Source: an optimization exercise on an open RTL-to-GDS flow (aim: small area, a short achievable clock period and few clock cycles per item). Production flows keep margins and buffers that such runs may drop.
In this exercise RTL edits were held to simulation tests only and were not proved equivalent to the original.

**flow/config.mk**
```make
export PLATFORM = sky130hd
export DESIGN_NAME = modular_exponentiation
export DESIGN_NICKNAME = modular_exponentiation
export VERILOG_FILES = /design/flow/design.v
export SDC_FILE = /design/flow/constraint.sdc
export NUM_CORES = 4
export LEC_CHECK = 0
export CAP_MARGIN = 20
export CORE_MARGIN = 2
export CORE_UTILIZATION = 40
export SLEW_MARGIN = 20
```
**flow/constraint.sdc**
```tcl
create_clock -name core_clock -period 10.0 [get_ports {clock}]
set_input_delay 2.0000 -clock core_clock [delete_from_list [all_inputs] [get_ports {clock}]]
set_output_delay 2.0000 -clock core_clock [all_outputs]
set_load 0.01 [all_outputs]
```
**flow/design.v**
```verilog
package mexp_pkg;
   localparam int BASE_WIDTH     = 64;
   localparam int EXP_WIDTH      = 64;
   localparam int RESULT_WIDTH   = 32;
   localparam int CSR_DATA_WIDTH = 32;
   localparam int CSR_ADDR_WIDTH = 3;
   localparam int REQ_DATA_WIDTH = BASE_WIDTH + EXP_WIDTH;
   localparam logic REG_MODULUS = 1'b0;
   localparam logic [CSR_DATA_WIDTH-1:0] MODULUS_RESET = 32'd1000000007;
   localparam int DW = 35;
   localparam logic [2:0] S_IDLE = 3'd0;
   localparam logic [2:0] S_NORM = 3'd1;
   localparam logic [2:0] S_RUN  = 3'd2;
   localparam logic [2:0] S_CONV = 3'd3;
   localparam logic [2:0] S_FIN  = 3'd4;
   localparam logic [1:0] OP_RED = 2'd0;    
   localparam logic [1:0] OP_SQ  = 2'd1;    
   localparam logic [1:0] OP_MUL = 2'd2;    
endpackage
import mexp_pkg::*;
module mexp_mulmod (
   input  logic [DW-1:0] s_in,
   input  logic [DW-1:0] c_in,
   input  logic [32:0]   a,        
   input  logic          d1,
   input  logic          i1,
   input  logic          d2,
   input  logic          i2,
   input  logic [31:0]   m,        
   output logic [DW-1:0] s_out,
   output logic [DW-1:0] c_out
);
   localparam int EW = 8;           
   logic [DW-1:0] a_ext, s2, c2, t1, t2, s1, c1, maj1, u1, sa, ca, majA;
   logic [DW-1:0] s2b, c2b, sb, cb, majB, u2, maj2;
   logic [EW-1:0] a1t, a2t, p1, g1, p2, g2, p3, g3;
   logic [EW-1:0] p4 [0:4];
   logic [EW-1:0] g4 [0:4];
   logic [EW-1:0] est1;
   logic [EW-1:0] kq [0:4];
   logic [EW-1:0] est2 [0:4];
   logic          big;
   logic [4:0]    q1, q2;           
   logic [4:0]    q2c [0:4];
   function automatic logic [4:0] pick(logic [EW-1:0] est, logic big);
      logic neg, ge_t2, ge_m8, ge_tn;
      neg   = est[7];
      ge_t2 = !neg && ((est[6:5] != 2'b00) || (!big && est[4] && (est[3:2] != 2'b00)));
      ge_m8 = !neg || (est[6:3] == 4'b1111);
      ge_tn = !neg || (est[6:5] == 2'b11) || (big && est[6:3] == 4'b1011);
      pick  = {!ge_tn, ge_tn && !ge_m8, ge_m8 && neg, !neg && !ge_t2, ge_t2};
   endfunction
   function automatic logic [DW-1:0] qm(logic [4:0] q, logic [31:0] mv);
      qm = ({DW{q[0]}} & ~{2'b00, mv, 1'b0})
         | ({DW{q[1]}} & ~{3'b000, mv})
         | ({DW{q[3]}} &  {3'b000, mv})
         | ({DW{q[4]}} &  {2'b00, mv, 1'b0});
   endfunction
   always_comb begin
      a_ext   = {{(DW-33){a[32]}}, a};
      big     = m[30] || m[29];                                
      kq[0] = ~(EW'({1'b0, m[31:25]})) + EW'(m[24:0] == '0);
      kq[1] = ~(EW'({2'b0, m[31:26]})) + EW'(m[25:0] == '0);
      kq[2] = '0;
      kq[3] = EW'({2'b0, m[31:26]});
      kq[4] = EW'({1'b0, m[31:25]});
      a1t  = d1 ? a_ext[DW-1:DW-8] : '0;
      est1 = s_in[DW-2:DW-9] + c_in[DW-2:DW-9] + a1t;
      q1   = pick(est1, big);
      a2t = d1 ? a_ext[DW-2:DW-9] : '0;
      p1  = s_in[DW-3:DW-10] ^ c_in[DW-3:DW-10] ^ a2t;
      g1  = {((s_in[DW-4:DW-10] & c_in[DW-4:DW-10]) | (s_in[DW-4:DW-10] & a2t[EW-2:0])
            | (c_in[DW-4:DW-10] & a2t[EW-2:0])), 1'b0};
      p2  = d2 ? a_ext[DW-1:DW-8] : '0;
      p3  = p1 ^ g1 ^ p2;
      g3  = {((p1[EW-2:0] & g1[EW-2:0]) | (p1[EW-2:0] & p2[EW-2:0])
            | (g1[EW-2:0] & p2[EW-2:0])), 1'b0};
      for (int i = 0; i < 5; i++) begin
         est2[i] = p3 + g3 + kq[i];
         q2c[i]  = pick(est2[i], big);
      end
      q2 = ({5{q1[0]}} & q2c[0]) | ({5{q1[1]}} & q2c[1]) | ({5{q1[2]}} & q2c[2])
         | ({5{q1[3]}} & q2c[3]) | ({5{q1[4]}} & q2c[4]);
      s2   = {s_in[DW-2:0], 1'b0};
      c2   = {c_in[DW-2:0], 1'b0};
      t1   = d1 ? a_ext : '0;
      s1   = s2 ^ c2 ^ t1;
      maj1 = (s2 & c2) | (s2 & t1) | (c2 & t1);
      c1   = {maj1[DW-2:0], i1};
      u1   = qm(q1, m);
      sa   = s1 ^ c1 ^ u1;
      majA = (s1 & c1) | (s1 & u1) | (c1 & u1);
      ca   = {majA[DW-2:0], q1[0] | q1[1]};
      t2   = d2 ? a_ext : '0;
      s2b  = {sa[DW-2:0], 1'b0};
      c2b  = {ca[DW-2:0], 1'b0};
      sb   = s2b ^ c2b ^ t2;
      majB = (s2b & c2b) | (s2b & t2) | (c2b & t2);
      cb   = {majB[DW-2:0], i2};
      u2   = qm(q2, m);
      s_out = sb ^ cb ^ u2;
      maj2  = (sb & cb) | (sb & u2) | (cb & u2);
      c_out = {maj2[DW-2:0], q2[0] | q2[1]};
   end
endmodule
import mexp_pkg::*;
module modular_exponentiation
#(
   parameter int MODULUS_BITS  = 32,
   parameter int EXPONENT_BITS = 64
) (
   input  logic                      clock,
   input  logic                      reset,
   input  logic                      req_tvalid,
   output logic                      req_tready,
   input  logic [REQ_DATA_WIDTH-1:0] req_tdata,    
   output logic                      rsp_tvalid,
   input  logic                      rsp_tready,
   output logic [RESULT_WIDTH-1:0]   rsp_tdata,    
   input  logic                      csr_psel,
   input  logic                      csr_penable,
   input  logic                      csr_pwrite,
   input  logic [CSR_ADDR_WIDTH-1:0] csr_paddr,
   input  logic [CSR_DATA_WIDTH-1:0] csr_pwdata,
   output logic [CSR_DATA_WIDTH-1:0] csr_prdata,
   output logic                      csr_pready
);
   logic [2:0]               state_ff, state_in;
   logic [1:0]               op_ff, op_in;
   logic [31:0]              modulus_ff, modulus_in;
   logic [31:0]              m_ff, m_in;            
   logic [4:0]               sh_ff, sh_in;          
   logic [32:0]              x_ff, x_in;            
   logic [32:0]              r_ff, r_in;            
   logic [DW-1:0]            sv_ff, sv_in;          
   logic [DW-1:0]            cv_ff, cv_in;
   logic [EXPONENT_BITS-1:0] e_ff, e_in;
   logic [4:0]               cnt_ff, cnt_in;        
   logic                     first_ff, first_in;    
   logic                     pend_ff, pend_in;      
   logic                     one_ff, one_in;        
   logic                     bool_ff, bool_in;      
   logic                     zero_ff, zero_in;      
   logic                     dm_hi_ff, dm_lo_ff;    
   logic                     dr_hi_ff, dr_lo_ff;    
   logic                     init_red_ff;           
   logic                     init_neg_ff;           
   logic                     rsp_tvalid_ff, rsp_tvalid_in;
   logic [BASE_WIDTH-1:0]    req_base;
   logic [EXPONENT_BITS-1:0] req_exp;
   logic                     req_accept;
   logic                     csr_write;
   logic                     red;
   logic [32:0]              b_nxt, a_op;
   logic                     d_hi_in, d_lo_in, d_sgn_in;
   logic [63:0]              dvec;
   logic [DW-1:0]            s_fb, c_fb, s_nxt, c_nxt;
   logic                     fin, sub;
   logic [31:0]              m_half, m_op;
   logic [DW-1:0]            cpa_a, cpa_b, cpa;
   logic                     e_rest_zero;
   assign req_base   = req_tdata[BASE_WIDTH-1:0];
   assign req_exp    = req_tdata[BASE_WIDTH +: EXPONENT_BITS];
   assign req_tready = (state_ff == S_IDLE) && !rsp_tvalid_ff;
   assign req_accept = req_tvalid && req_tready;
   assign csr_pready = 1'b1;
   assign csr_write  = csr_psel && csr_penable && csr_pwrite
                       && (csr_paddr[2] == REG_MODULUS);
   assign csr_prdata = (csr_paddr[2] == REG_MODULUS) ? CSR_DATA_WIDTH'(modulus_ff) : '0;
   assign modulus_in = csr_write ? MODULUS_BITS'(csr_pwdata) : modulus_ff;
   assign red  = (op_ff == OP_RED);
   assign a_op = x_ff;
   assign b_nxt = (op_in == OP_SQ) ? x_in : r_in;
   assign dvec  = (op_in == OP_RED) ? {x_in[31:0], r_in[31:0]}
                                    : {32'd0, b_nxt[31:0]};
   assign d_sgn_in = b_nxt[32];
   assign d_hi_in = dvec[{cnt_in, 1'b1}];
   assign d_lo_in = dvec[{cnt_in, 1'b0}];
   assign s_fb = ({DW{!first_ff}} & sv_ff)
               | ({DW{init_red_ff}} & {{(DW-1){x_ff[31]}}, x_ff[30]})
               | ({DW{init_neg_ff}} & ~{{(DW-33){a_op[32]}}, a_op});
   assign c_fb = ({DW{!first_ff}} & cv_ff) | {{(DW-1){1'b0}}, init_neg_ff};
   mexp_mulmod u_mul (
      .s_in   (s_fb),
      .c_in   (c_fb),
      .a      (a_op),
      .d1     (dm_hi_ff),
      .i1     (dr_hi_ff),
      .d2     (dm_lo_ff),
      .i2     (dr_lo_ff),
      .m      (m_ff),
      .s_out  (s_nxt),
      .c_out  (c_nxt)
   );
   assign fin    = (state_ff == S_FIN);
   assign m_half = m_ff >> 1;
   assign m_op   = (sh_ff != '0) ? m_half : m_ff;
   assign sub    = (sh_ff != '0) && !r_ff[32];
   assign cpa_a  = fin ? {{(DW-33){r_ff[32]}}, r_ff} : sv_ff;
   assign cpa_b  = fin ? (sub ? ~{3'd0, m_op} : {3'd0, m_op}) : cv_ff;
   assign cpa    = cpa_a + cpa_b + {{(DW-1){1'b0}}, fin && sub};
   assign e_rest_zero = (e_ff[EXPONENT_BITS-1:1] == '0);
   always_comb begin
      state_in      = state_ff;
      op_in         = op_ff;
      m_in          = m_ff;
      sh_in         = sh_ff;
      x_in          = x_ff;
      r_in          = r_ff;
      sv_in         = s_nxt;
      cv_in         = c_nxt;
      e_in          = e_ff;
      cnt_in        = cnt_ff;
      first_in      = 1'b0;
      pend_in       = pend_ff;
      one_in        = one_ff;
      bool_in       = bool_ff;
      zero_in       = zero_ff;
      rsp_tvalid_in = rsp_tvalid_ff && !rsp_tready;
      case (state_ff)
         S_IDLE: begin
            if (req_accept) begin
               x_in    = {req_base[63], req_base[63:32]};
               r_in    = {1'b0, req_base[31:0]};
               e_in    = req_exp;
               m_in    = modulus_ff;
               sh_in   = '0;
               op_in   = OP_RED;
               cnt_in  = 5'd30;
               first_in = 1'b1;
               pend_in = 1'b0;
               bool_in = 1'b0;
               zero_in = (modulus_ff == '0);
               if (modulus_ff == '0) begin
                  rsp_tvalid_in = 1'b1;
               end else if (modulus_ff[31]) begin
                  state_in = S_RUN;
               end else begin
                  state_in = S_NORM;
               end
            end
         end
         S_NORM: begin
            m_in     = m_ff << 1;
            sh_in    = sh_ff + 5'd1;
            first_in = 1'b1;
            if (m_ff[30]) begin
               state_in = S_RUN;
            end
         end
         S_RUN: begin
            cnt_in = cnt_ff - 5'd1;
            if (first_ff && pend_ff) begin
               r_in    = cpa[32:0];
               pend_in = 1'b0;
            end
            if (cnt_ff == '0) begin
               if (op_ff == OP_MUL && !e_rest_zero) begin
                  op_in    = OP_SQ;
                  cnt_in   = 5'd15;
                  first_in = 1'b1;
                  pend_in  = 1'b1;
                  e_in     = e_ff >> 1;
               end else begin
                  state_in = S_CONV;
               end
            end
         end
         S_CONV: begin
            cnt_in   = 5'd15;
            first_in = 1'b1;
            if (op_ff == OP_MUL) begin
               r_in     = cpa[32:0];
               state_in = S_FIN;
            end else begin
               x_in = cpa[32:0];
               if (op_ff == OP_RED && (e_ff[EXPONENT_BITS-1] || e_ff == '0)) begin
                  bool_in  = 1'b1;
                  r_in     = cpa[32:0];
                  state_in = S_FIN;
               end else begin
                  if (op_ff == OP_RED) begin
                     one_in = 1'b1;
                  end
                  if (e_ff[0] && (op_ff == OP_RED || one_ff)) begin
                     r_in   = cpa[32:0];
                     one_in = 1'b0;
                  end
                  if (e_ff[0] && op_ff == OP_SQ && !one_ff) begin
                     op_in    = OP_MUL;
                     state_in = S_RUN;
                  end else if (e_rest_zero) begin
                     state_in = S_FIN;
                  end else begin
                     op_in    = OP_SQ;
                     e_in     = e_ff >> 1;
                     state_in = S_RUN;
                  end
               end
            end
         end
         S_FIN: begin
            if (sh_ff != '0) begin
               m_in  = m_half;
               sh_in = sh_ff - 5'd1;
               r_in  = cpa[32:0];
            end else begin
               if (r_ff[32]) begin
                  r_in = cpa[32:0];
               end
               rsp_tvalid_in = 1'b1;
               state_in      = S_IDLE;
            end
         end
         default: begin
            state_in = S_IDLE;
         end
      endcase
   end
   always_ff @(posedge clock) begin
      if (reset) begin
         state_ff      <= S_IDLE;
         modulus_ff    <= MODULUS_BITS'(MODULUS_RESET);
         rsp_tvalid_ff <= 1'b0;
      end else begin
         state_ff      <= state_in;
         modulus_ff    <= modulus_in;
         rsp_tvalid_ff <= rsp_tvalid_in;
      end
      op_ff    <= op_in;
      m_ff     <= m_in;
      sh_ff    <= sh_in;
      x_ff     <= x_in;
      r_ff     <= r_in;
      sv_ff    <= sv_in;
      cv_ff    <= cv_in;
      e_ff     <= e_in;
      cnt_ff   <= cnt_in;
      first_ff <= first_in;
      pend_ff  <= pend_in;
      one_ff   <= one_in;
      bool_ff  <= bool_in;
      zero_ff  <= zero_in;
      dm_hi_ff <= d_hi_in && (op_in != OP_RED);
      dm_lo_ff <= d_lo_in && (op_in != OP_RED);
      dr_hi_ff <= d_hi_in && (op_in == OP_RED);
      dr_lo_ff <= d_lo_in && (op_in == OP_RED);
      init_red_ff <= first_in && (op_in == OP_RED);
      init_neg_ff <= first_in && (op_in != OP_RED) && d_sgn_in;
   end
   assign rsp_tvalid = rsp_tvalid_ff;
   assign rsp_tdata  = zero_ff ? '0
                     : bool_ff ? {31'd0, (r_ff[31:0] != '0)}
                     : r_ff[31:0];
endmodule
```
**flow/run.sh**
```bash
#!/bin/bash
# synth_recipe.tcl (not shown) runs the flow's synth.tcl, then flattens the netlist and writes it again
# the make line also repeats each setting of config.mk as NAME=value (left out here)
make -C /OpenROAD-flow-scripts/flow DESIGN_CONFIG=/design/flow/config.mk WORK_HOME=/design/flow/orfs CLKGATE_MAP_FILE= SYNTH_SCRIPT=/design/flow/synth_recipe.tcl finish
```
==> summary.txt, run 1 <==
run status finished clean; GR Util All Layers 0.294; initial antenna violation count 2; Total Die Area 64600 um^2; post-synthesis cell type count 104; number of synthesized register bits 289; netlist area before placement 25000 um^2; fmax 137 MHz; fraction of the cycle the final worst path needs 0.732; Setup Fix Bufs, Post-CTS 0; post-DP HPWL 73700 um; residual overflow from global routing 0; final worst clock skew 0.0191 ns; clock tree from TritonCTS yes; hold-fix buffers at CTS 0; met1 layer wirelength in the final routing 38900 um; ratio of cells with drive above 1 in the final layout 0.0924; DR iter-0 viols 2317; total number of placement rows 91; launching point of the worst reg2reg path first_ff$_DFF_P_; die span in y 254 um; worst relative slew slack 0.182; DR WL/cell 24.6 um; post-place setup slack 2.83 ns; final setup violation count 0; clock period minus final worst setup slack 7.32 ns; endpoint required time on the critical path 10.41 ns; highest signal layer in the routed design met4; Worst-path clk slew 0.06 ns; # fillers 6127; count of flip-flops with a built-in enable after synthesis 105; proportion of register bits with asynchronous set or reset after synthesis 0; post-CTS resize count 0; effective utilization at floorplan 0.405; number of clock sinks seen by CTS 289; Worst setup EP type register; standard cell area after detailed placement 27900 um^2; clock tree root buffer cell clkbuf_16; worst hold path class reg2reg; PortBufs 233; synth-to-layout area growth 16.3%; routed vias/inst 5.98; cell count after synthesis 2933; maximum clock insertion buffer count 3; worst setup slack after layout 2.68 ns; core region area 61800 um^2; Final Hold Viols 0; number of cells in the finished layout apart from fillers 3900; hold path startpoint modulus_ff[4]$_SDFFE_PP0P_; Synth Flop Type dfxtp_1; total number of H-tree levels 2; RePlAce Congestion 0.994; width of the die 254 um; Final Routed Wirelength 96000 um; share of the yosys chip area belonging to registers 0.273; final cell area excluding filler cells 29100 um^2; maximum single-stage delay on the critical path 0.85 ns; utilization of the core after routing 0.471; critical path launch point type register; via count of the first global-routing pass 23296; sequence of cells on the critical path inv_2 -> a221oi_1 -> fa_1 -> inv_1 -> fa_1 -> ha_1 -> a21oi_1 -> xnor2_1 -> ha_1 -> a21o_1 -> a41oi_1 -> o21bai_1 -> a21oi_1 -> xnor2_2 -> a211oi_1 -> nor4_4 -> buf_4 -> mux2_2 -> nand2_1 -> fa_1; detailed route wirelength on metal2 46500 um; insertion delay to the later sink of the worst-skew pair 0.56 ns; worst hold slack 0.507 ns; max-capacitance violation count 0; first-pass GRT wire length 143000 um; timing startpoint of the critical path first_ff$_DFF_P_; CTS Buf Count 37; pin count of the biggest net entering global routing 83; critical path data arrival time 7.73 ns; Slew Viols, Final 0; Slew @ Worst Pin 1.21 ns; I/O Pins 237; biggest fanout along the worst timing path 32; yosys synthesis warning count 5; highest-delay cell along the critical path dfxtp_1; total met3 wirelength after detailed routing 6490 um; number of cells after detailed placement 3834; category of the critical setup timing path reg2reg; routed vias 23311; diode count 0; Register-to-Register Path Depth 20; setup TNS 0 ns; Layout Nets 3421; net count after synthesis 3318; cell depth of the worst min-delay path 2; antenna viol nets, final 0; setup repair after global routing missed its margin no; most frequent CP cell fa_1; number of optimization iterations in the first detailed-route pass 10; DRC violations left 0; synthesized area per cell 8.54 um^2
## path summary, 6_finish.rpt
check	endpoint	slack (ns)
setup / recovery	sv_ff[32]$_DFF_P_	2.68
hold / removal	modulus_ff[4]$_SDFFE_PP0P_	0.51
setup reg to reg	sv_ff[32]$_DFF_P_	2.68
hold reg to reg	modulus_ff[4]$_SDFFE_PP0P_	0.51
## flip-flops by register name (all words and copies together) (netlist names), 3 cells and up
signal / count
state_ff: 3
sh_ff: 5
x_ff: 33
e_ff: 64
cnt_ff: 5
m_ff: 32
modulus_ff: 32
sv_ff: 34
r_ff: 33
cv_ff: 34
## worst max-delay path, delay by kind of cell, from the launching register on
family	cells	cell delay (ns)
xor+xnor	2	0.82
simple gates	2	0.40
fa+ha+maj	5	2.29
buf+inv	3	0.81
mux	1	0.23
flops	1	0.85
compound gates	7	1.72
## cell usage after synthesis (all sizes together), types with 44 or more instances
cell | count | area share
edfxtp | 105 | 0.13
a22oi | 47 | 0.014
clkbuf | 137 | 0.021
buf | 75 | 0.016
ha | 76 | 0.038
nor2 | 139 | 0.021
fa | 139 | 0.11
mux2 | 116 | 0.052
nand2 | 449 | 0.067
nor3 | 52 | 0.010
o21ai | 174 | 0.035
mux2i | 78 | 0.031
nor2b | 47 | 0.012
nor4 | 44 | 0.013
and2 | 56 | 0.014
dfxtp | 184 | 0.15
a21oi | 151 | 0.031
inv | 221 | 0.033
xnor2 | 47 | 0.017
xor2 | 55 | 0.019
## final cells by class
class,instances,area (um^2),area share
sequential,289,6840,0.235
timing repair buffer,276,2650,0.0908
multi-input combinational,2209,16500,0.567
clock inverter,13,168,0.00575
tap,837,1050,0.0359
inverter,223,837,0.0287
clock buffer,53,1080,0.0371
## cell usage in the layout (no fill, tap or decap), types with 13 or more instances in the layout
cell type,Yosys,layout
a22oi_1,47,47
o221ai_1,15,15
a31oi_1,21,21
nand3_1,36,36
a21oi_1,150,149
dfxtp_1,184,183
mux2_2,115,115
nand3b_1,20,20
fa_1,139,139
nand2_1,449,449
mux2i_1,78,78
a211oi_1,26,25
nor2_1,138,136
a222oi_1,43,43
edfxtp_1,105,105
inv_1,219,218
o21a_1,22,22
a211o_1,14,13
nand4_1,29,29
buf_4,4,43
clkbuf_16,0,40
o21ai_0,164,162
and3_1,16,16
o31ai_1,16,16
xnor2_1,45,44
a21o_1,35,35
xor2_1,55,55
a221oi_1,41,41
nor4_1,38,37
and2_1,55,55
o211ai_1,20,20
ha_1,76,76
nor3_1,52,50
nor2b_1,47,46
clkdlybuf4s50_1,0,231
## layer usage
layer / vias up / track usage
met3: 174 / 0.0387
met5: - / 0
met1: 11452 / 0.377
li1: 10694 / -
met4: 0 / 0.124
met2: 991 / 0.498
## kinds of logic (layout without fill, tap and decap cells)
logic type | Yosys count | in the layout | share of synthesized area
DFF | 289 | 289 | 0.273
other | 1 | 1 | 0.000150
xor gates and xnor gates | 102 | 102 | 0.0363
adders and majority gates | 215 | 215 | 0.149
buffers and inverters | 435 | 565 | 0.0710
muxes | 194 | 194 | 0.0833
and+or+nand+nor | 955 | 955 | 0.182
AOI/OAI and AO/OA | 742 | 742 | 0.206
Testbench counts, summed over its fixed seeds: cycles 110,363, items 128.
==> inputs of run 2 (changes only) <==
--- a/flow/design.v
+++ b/flow/design.v
@@ -61,4 +61,4 @@
       big     = m[30] || m[29];                                
-      kq[0] = ~(EW'({1'b0, m[31:25]})) + EW'(m[24:0] == '0);
-      kq[1] = ~(EW'({2'b0, m[31:26]})) + EW'(m[25:0] == '0);
+      kq[0] = ~(EW'({1'b0, m[31:25]}));
+      kq[1] = ~(EW'({2'b0, m[31:26]}));
       kq[2] = '0;
@@ -148,2 +148,3 @@
    logic                     rsp_tvalid_ff, rsp_tvalid_in;
+   logic                     fph_ff, fph_in;        
    logic [BASE_WIDTH-1:0]    req_base;
@@ -158,3 +159,2 @@
    logic                     fin, sub;
-   logic [31:0]              m_half, m_op;
    logic [DW-1:0]            cpa_a, cpa_b, cpa;
@@ -195,7 +195,5 @@
    assign fin    = (state_ff == S_FIN);
-   assign m_half = m_ff >> 1;
-   assign m_op   = (sh_ff != '0) ? m_half : m_ff;
-   assign sub    = (sh_ff != '0) && !r_ff[32];
+   assign sub    = fph_ff && !r_ff[32];
    assign cpa_a  = fin ? {{(DW-33){r_ff[32]}}, r_ff} : sv_ff;
-   assign cpa_b  = fin ? (sub ? ~{3'd0, m_op} : {3'd0, m_op}) : cv_ff;
+   assign cpa_b  = fin ? ({3'd0, m_ff} ^ {DW{sub}}) : cv_ff;
    assign cpa    = cpa_a + cpa_b + {{(DW-1){1'b0}}, fin && sub};
@@ -215,2 +213,3 @@
       pend_in       = pend_ff;
+      fph_in        = 1'b0;
       one_in        = one_ff;
@@ -302,6 +301,9 @@
          S_FIN: begin
-            if (sh_ff != '0) begin
-               m_in  = m_half;
-               sh_in = sh_ff - 5'd1;
-               r_in  = cpa[32:0];
+            if (fph_ff) begin
+               r_in   = cpa[32:0];
+               fph_in = 1'b0;
+            end else if (sh_ff != '0) begin
+               m_in   = m_ff >> 1;
+               sh_in  = sh_ff - 5'd1;
+               fph_in = 1'b1;
             end else begin
@@ -340,2 +342,3 @@
       pend_ff  <= pend_in;
+      fph_ff   <= fph_in;
       one_ff   <= one_in;
--- a/flow/config.mk
+++ b/flow/config.mk
@@ -10,2 +10,3 @@
 export CORE_UTILIZATION = 40
+export SETUP_SLACK_MARGIN = 4.5
 export SLEW_MARGIN = 20
==> run 2 against run 1 <==
Still clean. Non-clock buffer count up 66. Clock-buffer cell count down 2. Die area down 1.6%. Critical endpoint is now sv_ff[4]$_DFF_P_. Highest routed layer unchanged.
==> summary.txt, run 2 <==
GR Util All Layers 0.305; final cell area excluding filler cells 30400 um^2; Synth Flop Type dfxtp_1; top library cells by usage in the layout, fill and taps aside nand2_1 (637), clkdlybuf4s50_1 (232), inv_1 (187); yosys synthesis warning count 5; CTS Buf Count 37; total number of H-tree levels 2; DRC violations left 0; synth-to-layout area growth 23.5%; most common library cell in the layout ignoring fill and taps nand2_1; biggest fanout along the worst timing path 17; via count of the first global-routing pass 24207; final worst clock skew 0.0103 ns; clock tree from TritonCTS yes; proportion of register bits with asynchronous set or reset after synthesis 0; setup TNS 0 ns; Top Registers e_ff (64), cv_ff (34), sv_ff (34); Slew Viols, Final 0; number of clock sinks seen by CTS 290; top cells by area in the synthesized netlist dfxtp_1 (15%), edfxtp_1 (13%), fa_1 (11%); maximum clock insertion buffer count 3; Total Die Area 63600 um^2; endpoint required time on the critical path 10.44 ns; residual overflow from global routing 0; clock period minus final worst setup slack 6.01 ns; most congested layer reported by global routing met2; PortBufs 233; DR WL/cell 24.4 um; setup repair after global routing missed its margin yes; pin count of the biggest net entering global routing 92; effective utilization at floorplan 0.407; area fraction of the dominant cell type after synthesis 0.150; share of the yosys chip area belonging to registers 0.278; final setup violation count 0; number of cells in the finished layout apart from fillers 4086; count of flip-flops with a built-in enable after synthesis 105; Slew @ Worst Pin 1.21 ns; I/O Pins 237; routed vias 24721; routed vias/inst 6.05; initial antenna violation count 0; critical path data arrival time 6.45 ns; number of optimization iterations in the first detailed-route pass 9; critical path launch point type register; die span in y 252 um; Layout Nets 3657; clock tree root buffer cell clkbuf_16; worst relative slew slack 0.187; first-pass GRT wire length 149000 um; width of the die 252 um; max reg flops 64; max-capacitance violation count 0; Worst-path clk slew 0.06 ns; met2 demand-to-capacity share in global routing 0.490; multi-input combinational cell area 17000 um^2; # fillers 5828; fmax 166 MHz; cell taking the most area after synthesis dfxtp_1; cell count after synthesis 3123; hold-fix buffers at CTS 0; synthesized area per cell 7.89 um^2; number of cells after detailed placement 3946; Worst setup EP type register; Final Hold Viols 0; standard cell area after detailed placement 27500 um^2; most used standard cells in the synthesized netlist nand2_1 (667), o21ai_0 (216), a21oi_1 (197); insertion delay to the later sink of the worst-skew pair 0.57 ns; Final Routed Wirelength 99600 um; total number of placement rows 90; core region area 60600 um^2; global routing usage on met3 0.0559; net count after synthesis 3504; netlist area before placement 24600 um^2; number of synthesized register bits 290; post-DP HPWL 71000 um; most common cell in the synthesized netlist nand2_1; fraction of the cycle the final worst path needs 0.601; ratio of cells with drive above 1 in the final layout 0.121; category of the critical setup timing path reg2reg; antenna viol nets, final 0; global-route met1 utilization 0.411; run status finished clean; post-synthesis cell type count 98; worst hold path class reg2reg; Biggest register e_ff; DR iter-0 viols 2651; RePlAce Congestion 0.961; storage element area 6880 um^2
==> run 2: cells by family (layout without fill, tap and decap cells) <==
kind of cell	after synthesis	in the layout	share of synthesized area
fa+ha+maj	211	211	0.149
simple gates	1189	1189	0.218
xor+xnor	97	97	0.0345
buf+inv	433	611	0.0704
compound gates	857	859	0.231
flops	290	290	0.278
mux	45	45	0.0186
other cells	1	2	0.000152
==> run 2: worst paths after layout <==
check,start,endpoint,slack [ns],depth (start not counted)
setup / recovery,first_ff$_DFF_P_,sv_ff[4]$_DFF_P_,3.99,22
hold / removal,modulus_ff[31]$_SDFFE_PP0P_,modulus_ff[31]$_SDFFE_PP0P_,0.48,2
hold reg to reg,modulus_ff[31]$_SDFFE_PP0P_,modulus_ff[31]$_SDFFE_PP0P_,0.48,2
setup reg to reg,first_ff$_DFF_P_,sv_ff[4]$_DFF_P_,3.99,22
==> run 2: worst max-delay path: stages (launching register included) <==
cell      delay (ns)
dfxtp_4         0.47
buf_6           0.13
o221ai_2        0.10
fa_2            0.63
inv_2           0.06
fa_1            0.52
inv_2           0.05
fa_2            0.41
a21o_1          0.24
a21oi_4         0.21
xnor2_4         0.20
ha_4            0.29
o21a_1          0.11
o31a_1          0.12
o2111a_2        0.30
a311oi_4        0.29
or3b_4          0.44
a21oi_4         0.15
nor3_4          0.11
buf_12          0.15
buf_16          0.16
o211ai_1        0.23
fa_2            0.48
==> run 2: metal layers <==
layer / part of all wire / vias to the layer above
li1: - / 11330
met1: 0.42 / 12025
met2: 0.45 / 1163
met3: 0.088 / 203
met4: 0.042 / 0
met5: 0 / -
==> run 2: through the flow <==
step	util	setup WS (ns)	hold WS (ns)
after global routing	0.502	3.86	0.509
after CTS	0.494	4.02	0.481
after floorplan	-	4.46	0.449
after detailed placement	0.454	2.56	0.470
after global placement	0.454	2.68	0.467
final	0.502	3.99	0.478
==> run 2: final cells by class <==
| class | count | area share |
|---|---|---|
| diodes | 1 | 0.0000822 |
| flip-flops and latches | 290 | 0.226 |
| repair buffers | 342 | 0.114 |
| repair inverters | 2 | 0.00107 |
| multi-input cells | 2402 | 0.559 |
| clock buffers | 51 | 0.0352 |
| inverters | 201 | 0.0264 |
| clock inverters | 15 | 0.00604 |
| well taps | 782 | 0.0322 |
==> run 2: repair_timing <==
action | 4_1_cts | 5_1_grt
resized for setup | 163 | 97
endpoints found under the setup margin | 74 | 72
pin swaps | 86 | 43
cloned | 10 | 0
setup buffers | 43 | 20
Testbench counts of run 2, summed over its fixed seeds: cycles 110,475, items 128.
==> inputs of run 3 (changes only) <==
--- a/flow/config.mk
+++ b/flow/config.mk
@@ -12 +12,2 @@
 export SLEW_MARGIN = 20
+export TNS_END_PERCENT = 5
==> run 3 against run 2 <==
Hold slack improved by 0.0026 ns. Sequential share of layout area increased by 0.57 points. Maximum frequency increased by 1.1%. Via count decreased by 1.6%. Die area is the same. Design area decreased by 2.5%. Global-route usage fell by 0.76 points. Non-clock buffer count shrank 24. Core utilization shrank 1.3 points. Register-to-register slack improved by 0.06 ns. Flip-flop and latch count unchanged. Clock skew is 0.026 ns higher.
==> summary.txt, run 3 <==
yosys synthesis warning count 5; Biggest register e_ff; routed vias/inst 5.99; DRC violations left 0; clock period minus final worst setup slack 5.95 ns; count of flip-flops with a built-in enable after synthesis 105; GR Util All Layers 0.298; Worst setup EP type register; max reg flops 64; adder and majority gate portion of the synthesized area 0.149; synthesized area per cell 7.89 um^2; run status finished clean; max-capacitance violation count 0; Final Routed Wirelength 96100 um; biggest fanout along the worst timing path 8; routed vias 24333; antenna viol nets, final 0; XOR/XNOR Fraction of Synth Area 0.0345; Synth Flop Type dfxtp_1; critical path launch point type register; via count of the first global-routing pass 23932; Total Die Area 63600 um^2; highest-delay cell along the critical path fa_2; Slew @ Worst Pin 1.16 ns; setup TNS 0 ns; top cells by area in the synthesized netlist dfxtp_1 (15%), edfxtp_1 (13%), fa_1 (11%); cell count after synthesis 3123; total number of H-tree levels 2; worst hold path class reg2reg; area fraction of the dominant cell type after synthesis 0.150; pin count of the biggest net entering global routing 91; critical path data arrival time 6.41 ns; worst hold slack 0.480 ns; # fillers 5827; most common library cell in the layout ignoring fill and taps nand2_1; net count after synthesis 3504; netlist area before placement 24600 um^2; Slew Viols, Final 0; fraction of the cycle the final worst path needs 0.595; number of synthesized register bits 290; simple-gate area share of the yosys netlist 0.218; insertion delay to the later sink of the worst-skew pair 0.58 ns; maximum clock insertion buffer count 3; launching point of the worst reg2reg path first_ff$_DFF_P_; RePlAce Congestion 0.974; setup repair after global routing missed its margin yes; ratio of cells with drive above 1 in the final layout 0.0854; hold path startpoint modulus_ff[31]$_SDFFE_PP0P_; Worst-path clk slew 0.06 ns; final worst clock skew 0.0363 ns; fmax 168 MHz; DR WL/cell 23.7 um; setup slack of the worst register-to-register path 4.05 ns; category of the critical setup timing path reg2reg; width of the die 252 um; post-synthesis mux area share 0.0186; endpoint with the worst hold slack modulus_ff[31]$_SDFFE_PP0P_; Top Registers e_ff (64), cv_ff (34), sv_ff (34); standard cell area after detailed placement 27400 um^2; post-synthesis cell type count 98; first-pass GRT wire length 146000 um; number of clock sinks seen by CTS 290; post-DP HPWL 70400 um; proportion of register bits with asynchronous set or reset after synthesis 0; endpoint required time on the critical path 10.46 ns; effective utilization at floorplan 0.407; PortBufs 233; cell depth of the worst min-delay path 2; share of the yosys chip area belonging to registers 0.278; die span in y 252 um; cell taking the most area after synthesis dfxtp_1; main combinational cell family by area after synthesis compound AO/OA/AOI/OAI gates; clock tree from TritonCTS yes; destination of the worst register-to-register timing path sv_ff[31]$_DFF_P_; top library cells by usage in the layout, fill and taps aside nand2_1 (660), clkdlybuf4s50_1 (231), o21ai_0 (196); sequence of cells on the critical path buf_12 -> o221ai_4 -> fa_2 -> inv_2 -> fa_1 -> inv_1 -> ha_2 -> fa_2 -> ha_4 -> o21ba_4 -> or3_4 -> and2_4 -> o41a_1 -> a2111oi_4 -> o32ai_2 -> nor4b_4 -> buf_6 -> buf_12 -> buf_16 -> nand2_1 -> o21ai_1 -> o211ai_1 -> fa_1; Final Hold Viols 0; synth-to-layout area growth 20.3%; number of optimization iterations in the first detailed-route pass 7; most used standard cells in the synthesized netlist nand2_1 (667), o21ai_0 (216), a21oi_1 (197); worst relative slew slack 0.221; final cell area excluding filler cells 29700 um^2; residual overflow from global routing 0; maximum single-stage delay on the critical path 0.59 ns; DR iter-0 viols 2607; total number of placement rows 90; final setup violation count 0; synthesized-area fraction occupied by ao, oa, aoi and oai cells 0.231; I/O Pins 237; core region area 60600 um^2; Register-to-Register Path Depth 23; CTS Buf Count 38; most common cell in the synthesized netlist nand2_1; clock tree root buffer cell clkbuf_16; initial antenna violation count 1; Layout Nets 3630
==> run 3: cell counts after synthesis <==
No cell type changed its count.
==> run 3: final cells by class <==
type / instances / area, um^2 / share of cell area
tap: 782 / 978 / 0.0330
timing repair buffer: 318 / 3170 / 0.107
inverter: 201 / 786 / 0.0265
multi-input combinational: 2400 / 16600 / 0.559
antenna: 1 / 2.50 / 0.0000844
clock buffer: 53 / 1080 / 0.0363
clock inverter: 16 / 186 / 0.00629
sequential: 290 / 6880 / 0.232
==> run 3: per-stage QoR <==
step	util	instances	setup slack, ns
final	0.490	4061	4.05
after global routing	0.489	4060	3.79
after CTS	0.487	4054	4.09
after detailed placement	0.453	3952	2.48
after global placement	0.453	3952	2.57
after floorplan	-	3123	4.10
==> run 3: how the worst max path moves through the flow <==
stage                     cells past startpoint  slack, ns        startpoint                 to
after floorplan                              22       4.10  dm_hi_ff$_DFF_P_  sv_ff[26]$_DFF_P_
final                                        23       4.05  first_ff$_DFF_P_  sv_ff[31]$_DFF_P_
after global placement                       21       2.57  first_ff$_DFF_P_  sv_ff[21]$_DFF_P_
after detailed placement                     21       2.48  first_ff$_DFF_P_  sv_ff[17]$_DFF_P_
after CTS                                    25       4.09  x_ff[31]$_DFF_P_  sv_ff[20]$_DFF_P_
after global routing                         23       3.79  first_ff$_DFF_P_  sv_ff[33]$_DFF_P_
==> run 3: layer usage <==
layer / track usage / up-vias / wire, um / share of wire
met5: 0 / - / 13 / 0.00014
met2: 0.477 / 1098 / 43800 / 0.46
met4: 0.102 / 2 / 3280 / 0.034
met3: 0.0489 / 183 / 7150 / 0.074
li1: - / 11256 / - / -
met1: 0.408 / 11794 / 41900 / 0.44
==> run 3: timing repair <==
action / 4_1_cts / 5_1_grt
hold buffers: 0 / 0
resized for setup: 110 / 36
cloned: 4 / 0
pin swaps: 62 / 40
buffers inserted: 29 / 6
endpoints found under the setup margin: 105 / 73
==> run 3: worst max-delay path: cells and delay by family, from the launching register on <==
family	cells	cell delay, ns
adder cells (fa/ha/maj)	6	2.58
AO/OA/AOI/OAI	7	1.29
AND/OR/NAND/NOR	4	0.94
buffers and inverters	6	0.65
flip-flops	1	0.34
==> run 3: kinds of logic after synthesis <==
family / count (synthesis)
AO/OA/AOI/OAI: 857
XOR/XNOR: 97
adder cells (fa/ha/maj): 211
buffers and inverters: 433
flip-flops: 290
multiplexers: 45
other: 1
AND/OR/NAND/NOR: 1189
==> inputs of run 4 (changes only) <==
--- a/flow/config.mk
+++ b/flow/config.mk
@@ -10,2 +10,3 @@
 export CORE_UTILIZATION = 40
+export PLACE_DENSITY = 0.7
 export SETUP_SLACK_MARGIN = 4.5
==> run 4 against run 3 <==
Worst setup slack worse by 0.14 ns. Synthesized area unchanged. Die area is the same. Wire length down 2.1%. Critical endpoint is now sv_ff[24]$_DFF_P_. Via count is 1.7% higher. Flip-flop and latch count did not move.
==> summary.txt, run 4 <==
synthesized area per cell 7.89 um^2; final worst clock skew 0.0317 ns; number of clock sinks seen by CTS 290; top cells by area in the synthesized netlist dfxtp_1 (15%), edfxtp_1 (13%), fa_1 (11%); critical path data arrival time 6.54 ns; core region area 60600 um^2; cell depth of the worst min-delay path 2; DRC violations left 0; die span in y 252 um; Synth Flop Type dfxtp_1; critical path launch point type register; category of the critical setup timing path reg2reg; run status finished clean; proportion of register bits with asynchronous set or reset after synthesis 0; I/O Pins 237; sequence of cells on the critical path buf_12 -> buf_12 -> o221ai_2 -> fa_2 -> inv_1 -> fa_1 -> inv_2 -> ha_1 -> a21o_1 -> a21oi_4 -> nand3b_1 -> nand3_4 -> ha_4 -> or2_2 -> o2111a_2 -> a311oi_4 -> buf_4 -> or3b_4 -> a21oi_4 -> nor3_4 -> clkbuf_16 -> buf_6 -> o211ai_1 -> fa_1; standard cell area after detailed placement 27400 um^2; RePlAce Congestion 0.985; number of cells after detailed placement 3953; clock tree from TritonCTS yes; Slew @ Worst Pin 1.18 ns; DR WL/cell 23.0 um; first-pass GRT wire length 140000 um; most common cell in the synthesized netlist nand2_1; clock period minus final worst setup slack 6.09 ns; pin count of the biggest net entering global routing 84; Total Die Area 63600 um^2; synth-to-layout area growth 21.9%; Biggest register e_ff; residual overflow from global routing 0; DR iter-0 viols 3098; via count of the first global-routing pass 23419; utilization of the core after routing 0.496; max-capacitance violation count 0; Slew Viols, Final 0; Layout Nets 3658; Worst setup EP type register; fmax 164 MHz; post-place setup slack 2.46 ns; ratio of cells with drive above 1 in the final layout 0.0926; post-DP HPWL 66600 um; max reg flops 64; width of the die 252 um; netlist area before placement 24600 um^2; # fillers 5787; area fraction of the dominant cell type after synthesis 0.150; worst relative slew slack 0.206; most common library cell in the layout ignoring fill and taps nand2_1; setup TNS 0 ns; yosys synthesis warning count 5; top library cells by usage in the layout, fill and taps aside nand2_1 (660), clkdlybuf4s50_1 (233), o21ai_0 (193); post-synthesis cell type count 98; share of the yosys chip area belonging to registers 0.278; fraction of the cycle the final worst path needs 0.609; routed vias 24742; PortBufs 233; Final Routed Wirelength 94100 um; cell taking the most area after synthesis dfxtp_1; antenna viol nets, final 0; most used standard cells in the synthesized netlist nand2_1 (667), o21ai_0 (216), a21oi_1 (197); endpoint required time on the critical path 10.46 ns; maximum single-stage delay on the critical path 0.64 ns; final setup violation count 0; final cell area excluding filler cells 30000 um^2; total number of H-tree levels 2; routed vias/inst 6.05; number of cells in the finished layout apart from fillers 4087; highest-delay cell along the critical path fa_2; Top Registers e_ff (64), cv_ff (34), sv_ff (34); worst hold slack 0.479 ns; GR Util All Layers 0.284; total number of placement rows 90; cell count after synthesis 3123; number of synthesized register bits 290; count of flip-flops with a built-in enable after synthesis 105; number of optimization iterations in the first detailed-route pass 7; initial antenna violation count 0; Register-to-Register Path Depth 24; setup repair after global routing missed its margin yes; insertion delay to the later sink of the worst-skew pair 0.59 ns; worst setup slack after layout 3.91 ns; diode count 0; maximum clock insertion buffer count 3; biggest fanout along the worst timing path 7; CTS Buf Count 37; effective utilization at floorplan 0.407; Worst-path clk slew 0.07 ns; clock tree root buffer cell clkbuf_16; Final Hold Viols 0; worst hold path class reg2reg; net count after synthesis 3504
run 4: logic make-up after synthesis:
logic type / after synthesis / share of synthesized area
flops: 290 / 0.278
mux: 45 / 0.0186
simple gates: 1189 / 0.218
compound gates: 857 / 0.231
other cells: 1 / 0.000152
xor+xnor: 97 / 0.0345
buf+inv: 433 / 0.0704
fa+ha+maj: 211 / 0.149
run 4: worst max-delay path: cells and delay by family (launching register included):
family	cells	cell delay, ns
AO/OA/AOI/OAI	7	1.48
adder cells (fa/ha/maj)	5	2.15
buffers and inverters	7	0.88
flip-flops	1	0.34
AND/OR/NAND/NOR	5	1.07
run 4: path summary, 6_finish.rpt:
kind	startpoint	to	slack, ns
max	first_ff$_DFF_P_	sv_ff[24]$_DFF_P_	3.91
min	modulus_ff[31]$_SDFFE_PP0P_	modulus_ff[31]$_SDFFE_PP0P_	0.48
max reg2reg	first_ff$_DFF_P_	sv_ff[24]$_DFF_P_	3.91
min reg2reg	modulus_ff[31]$_SDFFE_PP0P_	modulus_ff[31]$_SDFFE_PP0P_	0.48
run 4: what timing repair did:
| item | 4_1_cts | 5_1_grt |
|---|---|---|
| pin swaps | 59 | 28 |
| cloned | 6 | 2 |
| setup buffers | 29 | 30 |
| hold buffers | 0 | 0 |
| resized for setup | 112 | 48 |
| setup endpoints to repair | 73 | 73 |
run 4: routing by layer:
layer  up-vias  part of all wire  wire, um  track usage
li1      11314                 -         -            -
met1     11796              0.41     38400        0.386
met2      1386              0.44     41300        0.437
met3       246              0.11     10500       0.0684
met4         0             0.041      3870        0.110
met5         -                 0         0            0
run 4: final cells by class:
class | count | area [um^2] | area share
clock inverters | 18 | 241 | 0.00804
repair buffers | 346 | 3530 | 0.118
flip-flops and latches | 290 | 6870 | 0.229
inverters | 201 | 783 | 0.0261
repair inverters | 1 | 8.76 | 0.000292
well taps | 782 | 978 | 0.0326
clock buffers | 49 | 1010 | 0.0337
multi-input cells | 2400 | 16600 | 0.553
==> inputs of run 5 (changes only) <==
--- a/flow/config.mk
+++ b/flow/config.mk
@@ -10,4 +10,3 @@
 export CORE_UTILIZATION = 40
-export PLACE_DENSITY = 0.7
-export SETUP_SLACK_MARGIN = 4.5
+export SETUP_SLACK_MARGIN = 5
 export SLEW_MARGIN = 20
==> run 5 against run 4 <==
Still clean. Wire length grew 4.4%. Global-route usage grew 1.4 points. Clock-buffer cell count grew 4. Maximum frequency grew 2.5%. Register-to-register slack gained 0.15 ns. Hold slack gained 0.0018 ns. First-iteration DRC count shrank 16%. Critical path type unchanged. Largest cell class unchanged.
==> summary.txt, run 5 <==
cell depth of the worst min-delay path 2; top cells by area in the synthesized netlist dfxtp_1 (15%), edfxtp_1 (13%), fa_1 (11%); clock tree from TritonCTS yes; global routing usage on met3 0.0490; run status finished clean; insertion delay to the later sink of the worst-skew pair 0.58 ns; # fillers 5775; GR Util All Layers 0.298; post-DP HPWL 70400 um; Final Routed Wirelength 98200 um; cell taking the most area after synthesis dfxtp_1; biggest fanout along the worst timing path 8; Worst-path clk slew 0.06 ns; antenna viol nets, final 0; Register-to-Register Path Depth 25; Layout Nets 3658; post-synthesis mux area share 0.0186; critical path data arrival time 6.40 ns; Biggest register e_ff; XOR/XNOR Fraction of Synth Area 0.0345; fraction of the cycle the final worst path needs 0.594; number of clock sinks seen by CTS 290; final worst clock skew 0.0366 ns; fmax 168 MHz; ratio of cells with drive above 1 in the final layout 0.103; endpoint required time on the critical path 10.46 ns; category of the critical setup timing path reg2reg; RePlAce Congestion 0.974; synthesized-area fraction occupied by ao, oa, aoi and oai cells 0.231; routed vias/inst 6.02; net count after synthesis 3504; max reg flops 64; total number of H-tree levels 2; Slew Viols, Final 0; yosys synthesis warning count 5; DR WL/cell 24.0 um; first-pass GRT wire length 146000 um; maximum single-stage delay on the critical path 0.58 ns; proportion of register bits with asynchronous set or reset after synthesis 0; storage element area 6880 um^2; global-route met1 utilization 0.408; worst relative slew slack 0.152; number of optimization iterations in the first detailed-route pass 6; total number of placement rows 90; worst setup slack after layout 4.06 ns; netlist area before placement 24600 um^2; adder and majority gate portion of the synthesized area 0.149; core region area 60600 um^2; met2 demand-to-capacity share in global routing 0.477; Worst setup EP type register; clock period minus final worst setup slack 5.94 ns; setup repair after global routing missed its margin yes; initial antenna violation count 1; Synth Flop Type dfxtp_1; critical path launch point type register; diode count 0; area fraction of the dominant cell type after synthesis 0.150; width of the die 252 um; pin count of the biggest net entering global routing 91; count of flip-flops with a built-in enable after synthesis 105; DRC violations left 0; most common library cell in the layout ignoring fill and taps nand2_1; routed vias 24622; worst hold path class reg2reg; multi-input combinational cell area 16800 um^2; maximum clock insertion buffer count 3; most common cell in the synthesized netlist nand2_1; DR iter-0 viols 2612; final setup violation count 0; highest-delay cell along the critical path fa_2; setup TNS 0 ns; max-capacitance violation count 0; synth-to-layout area growth 22.6%; Final Hold Viols 0; most used standard cells in the synthesized netlist nand2_1 (667), o21ai_0 (216), a21oi_1 (197); cell count after synthesis 3123; PortBufs 233; effective utilization at floorplan 0.407; clock tree root buffer cell clkbuf_16; die span in y 252 um; via count of the first global-routing pass 23936; residual overflow from global routing 0; post-synthesis cell type count 98; Total Die Area 63600 um^2; CTS Buf Count 38; Slew @ Worst Pin 1.26 ns; simple-gate area share of the yosys netlist 0.218; number of synthesized register bits 290; share of the yosys chip area belonging to registers 0.278; main combinational cell family by area after synthesis compound AO/OA/AOI/OAI gates; post-place setup slack 2.48 ns; synthesized area per cell 7.89 um^2; most congested layer reported by global routing met2; I/O Pins 237; top library cells by usage in the layout, fill and taps aside nand2_1 (657), clkdlybuf4s50_1 (231), o21ai_0 (191), inv_1 (191), a21oi_1 (186); Top Registers e_ff (64), cv_ff (34), sv_ff (34)
[run 5: worst max-delay path: cells and delay by family (launching register included)]
family	cells	cell delay, ns
simple gates	3	0.65
xor+xnor	1	0.15
fa+ha+maj	6	2.47
compound gates	9	1.52
buf+inv	6	0.65
flops	1	0.34
[run 5: worst paths after layout]
path	startpoint	endpoint	slack, ns
hold / removal	modulus_ff[31]$_SDFFE_PP0P_	modulus_ff[31]$_SDFFE_PP0P_	0.48
setup / recovery	first_ff$_DFF_P_	sv_ff[31]$_DFF_P_	4.06
hold reg to reg	modulus_ff[31]$_SDFFE_PP0P_	modulus_ff[31]$_SDFFE_PP0P_	0.48
setup reg to reg	first_ff$_DFF_P_	sv_ff[31]$_DFF_P_	4.06
[run 5: timing repair]
item / 4_1_cts / 5_1_grt
setup buffers: 29 / 27
gates cloned: 4 / 7
resized for setup: 111 / 101
pin swaps: 63 / 50
setup endpoints to repair: 125 / 127
hold buffers: 0 / 0
[run 5: through the flow]
| step | instance area [um^2] | cells | util | hold slack (ns) |
|---|---|---|---|---|
| 2_1_floorplan | 24700 | 3123 | - | 0.449 |
| 3_3_place_gp | 27400 | 3952 | 0.453 | 0.475 |
| 3_5_place_dp | 27400 | 3952 | 0.453 | 0.476 |
| 4_1_cts | 29500 | 4054 | 0.487 | 0.482 |
| 5_1_grt | 30200 | 4088 | 0.499 | 0.503 |
| 6_report | 30200 | 4088 | 0.499 | 0.481 |
[run 5: logic make-up (layout without fill, tap and decap cells)]
family | Yosys count | count (layout)
DFF | 290 | 290
and+or+nand+nor | 1189 | 1190
buffers and inverters | 433 | 615
adders and majority gates | 211 | 211
muxes | 45 | 45
other | 1 | 1
xor gates and xnor gates | 97 | 97
AOI/OAI and AO/OA | 857 | 857
[run 5: final cells by class]
| type | instances | share of cell area |
|---|---|---|
| timing repair buffer | 343 | 0.115 |
| multi-input combinational | 2401 | 0.556 |
| inverter | 201 | 0.0267 |
| timing repair inverter | 2 | 0.000538 |
| tap | 782 | 0.0324 |
| clock inverter | 16 | 0.00617 |
| clock buffer | 53 | 0.0357 |
| sequential | 290 | 0.228 |
[run 5: routing by layer]
layer	wire length, um	part of all wire	vias to the layer above
met1	41800	0.43	11919
met5	13	0.00013	-
met2	44500	0.45	1183
li1	-	-	11315
met4	3610	0.037	2
met3	8290	0.084	203
==> inputs of run 6 (changes only) <==
--- a/flow/config.mk
+++ b/flow/config.mk
@@ -10,3 +10,3 @@
 export CORE_UTILIZATION = 40
-export SETUP_SLACK_MARGIN = 5
+export SETUP_SLACK_MARGIN = 4.0
 export SLEW_MARGIN = 20
==> run 6 against run 5 <==
Still clean on timing, DRC and antenna. Synthesized area unchanged. Maximum frequency down 3.3%. Flip-flop and latch count unchanged. Die area unchanged. First-iteration DRC count up 4.1%. Critical path depth down 7. Hold slack better by 0.0086 ns. Core utilization down 1.1 points. Worst setup slack worse by 0.20 ns. Non-clock buffer count down 23. Highest routed layer is now met4.
==> summary.txt, run 6 <==
most congested layer reported by global routing met2; area fraction of the dominant cell type after synthesis 0.150; number of clock sinks seen by CTS 290; total number of placement rows 90; Final Hold Viols 0; number of synthesized register bits 290; cell count after synthesis 3123; hold-fix buffers at CTS 0; core region area 60600 um^2; count of flip-flops with a built-in enable after synthesis 105; Slew @ Worst Pin 0.949 ns; max-capacitance violation count 0; clock tree root buffer cell clkbuf_16; net count after synthesis 3504; cell taking the most area after synthesis dfxtp_1; routed vias 24592; final setup violation count 0; Worst setup EP type register; Worst-path clk slew 0.06 ns; pin count of the biggest net entering global routing 93; utilization of the core after routing 0.488; worst relative slew slack 0.361; residual overflow from global routing 0; post-place setup slack 2.65 ns; critical path launch point type register; category of the critical setup timing path reg2reg; Total Die Area 63600 um^2; max reg flops 64; final cell area excluding filler cells 29500 um^2; synth-to-layout area growth 19.8%; DRC violations left 0; DR iter-0 viols 2718; post-synthesis cell type count 98; yosys synthesis warning count 5; worst hold slack 0.489 ns; highest-delay cell along the critical path a2111oi_4; routed vias/inst 6.06; share of the yosys chip area belonging to registers 0.278; first-pass GRT wire length 145000 um; Top Registers e_ff (64), cv_ff (34), sv_ff (34); global routing usage on met3 0.0435; cell class contributing the biggest share of worst-path delay compound AO/OA/AOI/OAI gates; RePlAce Congestion 0.989; run status finished clean; Synth Flop Type dfxtp_1; top cells by area in the synthesized netlist dfxtp_1 (15%), edfxtp_1 (13%), fa_1 (11%); # fillers 5882; top library cells by usage in the layout, fill and taps aside nand2_1 (664), clkdlybuf4s50_1 (232), o21ai_0 (208); width of the die 252 um; biggest fanout along the worst timing path 92; most common cell in the synthesized netlist nand2_1; Final Routed Wirelength 97300 um; clock tree from TritonCTS yes; Slew Viols, Final 0; sequence of cells on the critical path nor2_1 -> nand2_2 -> buf_6 -> a21oi_1 -> fa_1 -> inv_1 -> fa_1 -> a211o_1 -> a2111oi_4 -> o21a_1 -> o311a_1 -> o21ai_0 -> xnor2_1 -> o21ai_0 -> o2111a_1 -> a211oi_1 -> o211ai_1 -> nor3b_2; total buffers and inverters traversed by the critical path 2; CTS Buf Count 36; post-DP HPWL 70400 um; most common library cell in the layout ignoring fill and taps nand2_1; proportion of register bits with asynchronous set or reset after synthesis 0; critical path data arrival time 6.56 ns; maximum clock insertion buffer count 3; antenna viol nets, final 0; worst setup slack after layout 3.86 ns; die span in y 252 um; clock period minus final worst setup slack 6.14 ns; maximum single-stage delay on the critical path 0.51 ns; standard cell area after detailed placement 27400 um^2; GR Util All Layers 0.295; PortBufs 233; DR WL/cell 24.0 um; Layout Nets 3632; global-route met1 utilization 0.404; met2 demand-to-capacity share in global routing 0.470; total number of H-tree levels 2; I/O Pins 237; final worst clock skew 0.0288 ns; via count of the first global-routing pass 23755; netlist area before placement 24600 um^2; worst hold path class reg2reg; fraction of the cycle the final worst path needs 0.614; number of optimization iterations in the first detailed-route pass 8; synthesized area per cell 7.89 um^2; setup TNS 0 ns; insertion delay to the later sink of the worst-skew pair 0.57 ns; setup repair after global routing missed its margin yes; ratio of cells with drive above 1 in the final layout 0.0796; initial antenna violation count 0; Biggest register e_ff; effective utilization at floorplan 0.407; endpoint required time on the critical path 10.42 ns; most used standard cells in the synthesized netlist nand2_1 (667), o21ai_0 (216), a21oi_1 (197); fmax 163 MHz
==> run 6: cell count changes in the layout (fill, tap and decap cells not counted), moves of 5 or more <==
cell     previous run  this run
o21ai_0           191       208
nand2_4             5         0
nand2_1           657       664
o21ai_1            30        18
buf_4              84        66
==> run 6: worst paths after layout <==
| check | startpoint | end | slack (ns) | cells past startpoint |
|---|---|---|---|---|
| hold reg to reg | modulus_ff[31]$_SDFFE_PP0P_ | modulus_ff[31]$_SDFFE_PP0P_ | 0.49 | 2 |
| setup / recovery | state_ff[0]$_SDFFE_PP0P_ | dr_lo_ff$_DFF_P_ | 3.86 | 18 |
| setup reg to reg | state_ff[0]$_SDFFE_PP0P_ | dr_lo_ff$_DFF_P_ | 3.86 | 18 |
| hold / removal | modulus_ff[31]$_SDFFE_PP0P_ | modulus_ff[31]$_SDFFE_PP0P_ | 0.49 | 2 |
==> run 6: routing by layer <==
metal  up-vias  share of wire
met4         0          0.040
met3       213          0.089
met5         -              0
met1     11857           0.42
met2      1257           0.45
li1      11265              -
==> run 6: what timing repair did <==
action / 4_1_cts / 5_1_grt
setup buffers: 20 / 11
pin swaps: 32 / 13
resized for setup: 79 / 36
cloned: 4 / 3
setup endpoints to repair: 71 / 72
==> run 6: tightest hold or removal path: cells and delay by family, from the launching register on <==
kind / cells / cell delay [ns]
AOI/OAI and AO/OA: 1 / 0.06
DFF: 1 / 0.33
and+or+nand+nor: 1 / 0.06
==> run 6: kinds of logic (layout without fill, tap and decap cells) <==
family / count (synthesis) / count (layout) / synth area share
adder cells (fa/ha/maj): 211 / 211 / 0.149
AND/OR/NAND/NOR: 1189 / 1189 / 0.218
flip-flops: 290 / 290 / 0.278
multiplexers: 45 / 45 / 0.0186
XOR/XNOR: 97 / 97 / 0.0345
AO/OA/AOI/OAI: 857 / 859 / 0.231
other: 1 / 2 / 0.000152
buffers and inverters: 433 / 585 / 0.0704
==> run 6: layout make-up <==
type	instances	area (um^2)	area share
Antenna cell	1	2.50	0.0000847
Clock buffer	52	1050	0.0354
Clock inverter	12	119	0.00402
Inverter	201	768	0.0260
Multi-Input combinational cell	2402	16600	0.561
Sequential cell	290	6870	0.232
Tap cell	782	978	0.0331
Timing Repair Buffer	320	3200	0.108
==> run 6: through the flow <==
step / std cells
2_1_floorplan: 3123
3_3_place_gp: 3954
3_5_place_dp: 3955
4_1_cts: 4043
5_1_grt: 4059
6_report: 4060
==> inputs of run 7 (changes only) <==
--- a/flow/config.mk
+++ b/flow/config.mk
@@ -10,4 +10,4 @@
 export CORE_UTILIZATION = 40
-export SETUP_SLACK_MARGIN = 4.0
+export SETUP_SLACK_MARGIN = 4.75
 export SLEW_MARGIN = 20
-export TNS_END_PERCENT = 5
+export TNS_END_PERCENT = 2
==> run 7 against run 6 <==
Flip-flop and latch count unchanged. Die area did not move. First-iteration DRC count decreased by 0.66%. Clock skew increased by 0.0067 ns. Sequential share of layout area about the same. Maximum frequency increased by 3.2%. Critical endpoint is now sv_ff[3]$_DFF_P_. Largest cell class unchanged.
==> summary.txt, run 7 <==
Slew Viols, Final 0; number of cells in the finished layout apart from fillers 4056; synth-to-layout area growth 20.1%; Worst setup EP type register; proportion of register bits with asynchronous set or reset after synthesis 0; DR WL/cell 23.6 um; total number of placement rows 90; most common library cell in the layout ignoring fill and taps nand2_1; category of the critical setup timing path reg2reg; worst hold path class reg2reg; critical path launch point type register; top cells by area in the synthesized netlist dfxtp_1 (15%), edfxtp_1 (13%), fa_1 (11%); via count of the first global-routing pass 23938; final worst clock skew 0.0356 ns; top library cells by usage in the layout, fill and taps aside nand2_1 (663), clkdlybuf4s50_1 (231), o21ai_0 (197); RePlAce Congestion 0.974; PortBufs 233; yosys synthesis warning count 5; clock period minus final worst setup slack 5.95 ns; maximum single-stage delay on the critical path 0.59 ns; max reg flops 64; max-capacitance violation count 0; Biggest register e_ff; run status finished clean; CTS Buf Count 38; Slew @ Worst Pin 1.16 ns; net count after synthesis 3504; fraction of the cycle the final worst path needs 0.595; post-synthesis cell type count 98; sequence of cells on the critical path buf_12 -> o221ai_4 -> fa_2 -> inv_2 -> fa_1 -> inv_1 -> ha_2 -> fa_2 -> ha_4 -> o21ba_4 -> or3_4 -> and2_4 -> o41a_1 -> a2111oi_4 -> o32ai_2 -> nor4b_4 -> buf_6 -> buf_12 -> buf_16 -> nand2_2 -> o21ai_1 -> o211ai_1 -> fa_1; maximum clock insertion buffer count 3; clock tree from TritonCTS yes; Total Die Area 63600 um^2; routed vias 24227; I/O Pins 237; worst hold slack 0.484 ns; Worst-path clk slew 0.06 ns; insertion delay to the later sink of the worst-skew pair 0.58 ns; setup repair after global routing missed its margin yes; netlist area before placement 24600 um^2; Final Routed Wirelength 95900 um; cell class contributing the biggest share of worst-path delay adder cells; core region area 60600 um^2; clock tree root buffer cell clkbuf_16; final setup violation count 0; share of the yosys chip area belonging to registers 0.278; number of synthesized register bits 290; Top Registers e_ff (64), cv_ff (34), sv_ff (34); area fraction of the dominant cell type after synthesis 0.150; final cell area excluding filler cells 29600 um^2; hold-fix buffers at CTS 0; total buffers and inverters traversed by the critical path 6; Synth Flop Type dfxtp_1; worst setup slack after layout 4.05 ns; GR Util All Layers 0.298; post-DP HPWL 70400 um; residual overflow from global routing 0; critical path data arrival time 6.40 ns; utilization of the core after routing 0.489; die span in y 252 um; biggest fanout along the worst timing path 8; post-place setup slack 2.48 ns; ratio of cells with drive above 1 in the final layout 0.0819; synthesized area per cell 7.89 um^2; endpoint required time on the critical path 10.45 ns; number of clock sinks seen by CTS 290; DRC violations left 0; diode count 0; setup TNS 0 ns; Final Hold Viols 0; total number of H-tree levels 2; pin count of the biggest net entering global routing 91; cell count after synthesis 3123; number of cells after detailed placement 3952; number of optimization iterations in the first detailed-route pass 9; highest-delay cell along the critical path fa_2; count of flip-flops with a built-in enable after synthesis 105; standard cell area after detailed placement 27400 um^2; fmax 168 MHz; most used standard cells in the synthesized netlist nand2_1 (667), o21ai_0 (216), a21oi_1 (197); first-pass GRT wire length 146000 um; worst relative slew slack 0.219; cell taking the most area after synthesis dfxtp_1; antenna viol nets, final 0; Layout Nets 3626; width of the die 252 um; initial antenna violation count 1; most common cell in the synthesized netlist nand2_1; effective utilization at floorplan 0.407; DR iter-0 viols 2700; routed vias/inst 5.97
[run 7: kinds of logic after synthesis]
logic type               Yosys count  synth area share
flip-flops                       290             0.278
AO/OA/AOI/OAI                    857             0.231
other                              1          0.000152
multiplexers                      45            0.0186
buffers and inverters            433            0.0704
adder cells (fa/ha/maj)          211             0.149
AND/OR/NAND/NOR                 1189             0.218
XOR/XNOR                          97            0.0345
[run 7: worst paths after layout]
| kind | startpoint | endpoint | slack (ns) | cells after the start |
|---|---|---|---|---|
| setup / recovery | first_ff$_DFF_P_ | sv_ff[3]$_DFF_P_ | 4.05 | 23 |
| setup reg to reg | first_ff$_DFF_P_ | sv_ff[3]$_DFF_P_ | 4.05 | 23 |
| hold reg to reg | modulus_ff[31]$_SDFFE_PP0P_ | modulus_ff[31]$_SDFFE_PP0P_ | 0.48 | 2 |
| hold / removal | modulus_ff[31]$_SDFFE_PP0P_ | modulus_ff[31]$_SDFFE_PP0P_ | 0.48 | 2 |
[run 7: what timing repair did]
action / 4_1_cts / 5_1_grt
cloned: 4 / 0
pin swaps: 59 / 39
buffers inserted: 26 / 5
gates resized for setup: 108 / 28
endpoints found under the setup margin: 116 / 79
[run 7: worst min-delay path, stage by stage, from the launching register on]
cell	delay [ns]
dfxtp_1	0.32
nand2_1	0.06
a21oi_1	0.05
[run 7: layout make-up]
class / count / area (um^2)
Clock buffer: 53 / 1080
Tap cell: 782 / 978
Clock inverter: 16 / 186
Timing Repair Buffer: 314 / 3140
Fill cell: 5826 / 31000
Multi-Input combinational cell: 2400 / 16600
Sequential cell: 290 / 6880
Inverter: 201 / 786
[run 7: routing by layer]
layer  share of wire  global-route usage  vias up  routed length, um
met1            0.42               0.407    11716              40700
met2            0.46               0.478     1096              43700
met4           0.034               0.101        2               3280
met5         0.00014                   0        -                 13
met3           0.085              0.0491      179               8200
li1                -                   -    11234                  -

[port drivers added, routing unchanged]
The flow's constraints put no driver on any port. The routed layouts listed below were extracted and timed again, unchanged, in two steps.
Step 1 sets driving cells, clkbuf_16 on the clock port and buf_2 on the other inputs (assumed; they add their load-dependent delay and slew).
Step 2, shift: input delay + t, output delay - t, t = (earliest + latest rising clock arrival at the registers) / 2. This alone moves slack from input paths to output paths.
Three values: ideal ports, drivers, drivers and shift; two values: the first two.
run | t, ns | setup slack, ns | clock arrival spread, ns | worst slew at a driven data input, ns | pins driven straight from the clock port
run 1 | 0.607 | 2.681 / 2.681 / 2.681 | 0.019 / 0.019 | 0.06 | 1
run 2 | 0.627 | 3.987 / 3.987 / 3.987 | 0.010 / 0.010 | 0.08 | 1
run 3 | 0.626 | 4.051 / 4.051 / 3.649 | 0.037 / 0.036 | 0.07 | 1
run 4 | 0.641 | 3.913 / 3.913 / 3.418 | 0.033 / 0.033 | 0.06 | 1
run 5 | 0.627 | 4.060 / 4.060 / 4.060 | 0.037 / 0.036 | 0.08 | 1
run 6 | 0.619 | 3.860 / 3.860 / 3.860 | 0.029 / 0.029 | 0.06 | 1
run 7 | 0.623 | 4.051 / 4.051 / 3.611 | 0.036 / 0.036 | 0.08 | 1
After both steps setup and hold are still met in every run listed. For run 4, which loses most, drivers alone change the setup slack by 0.000 ns; drivers and shift together by -0.495 ns.
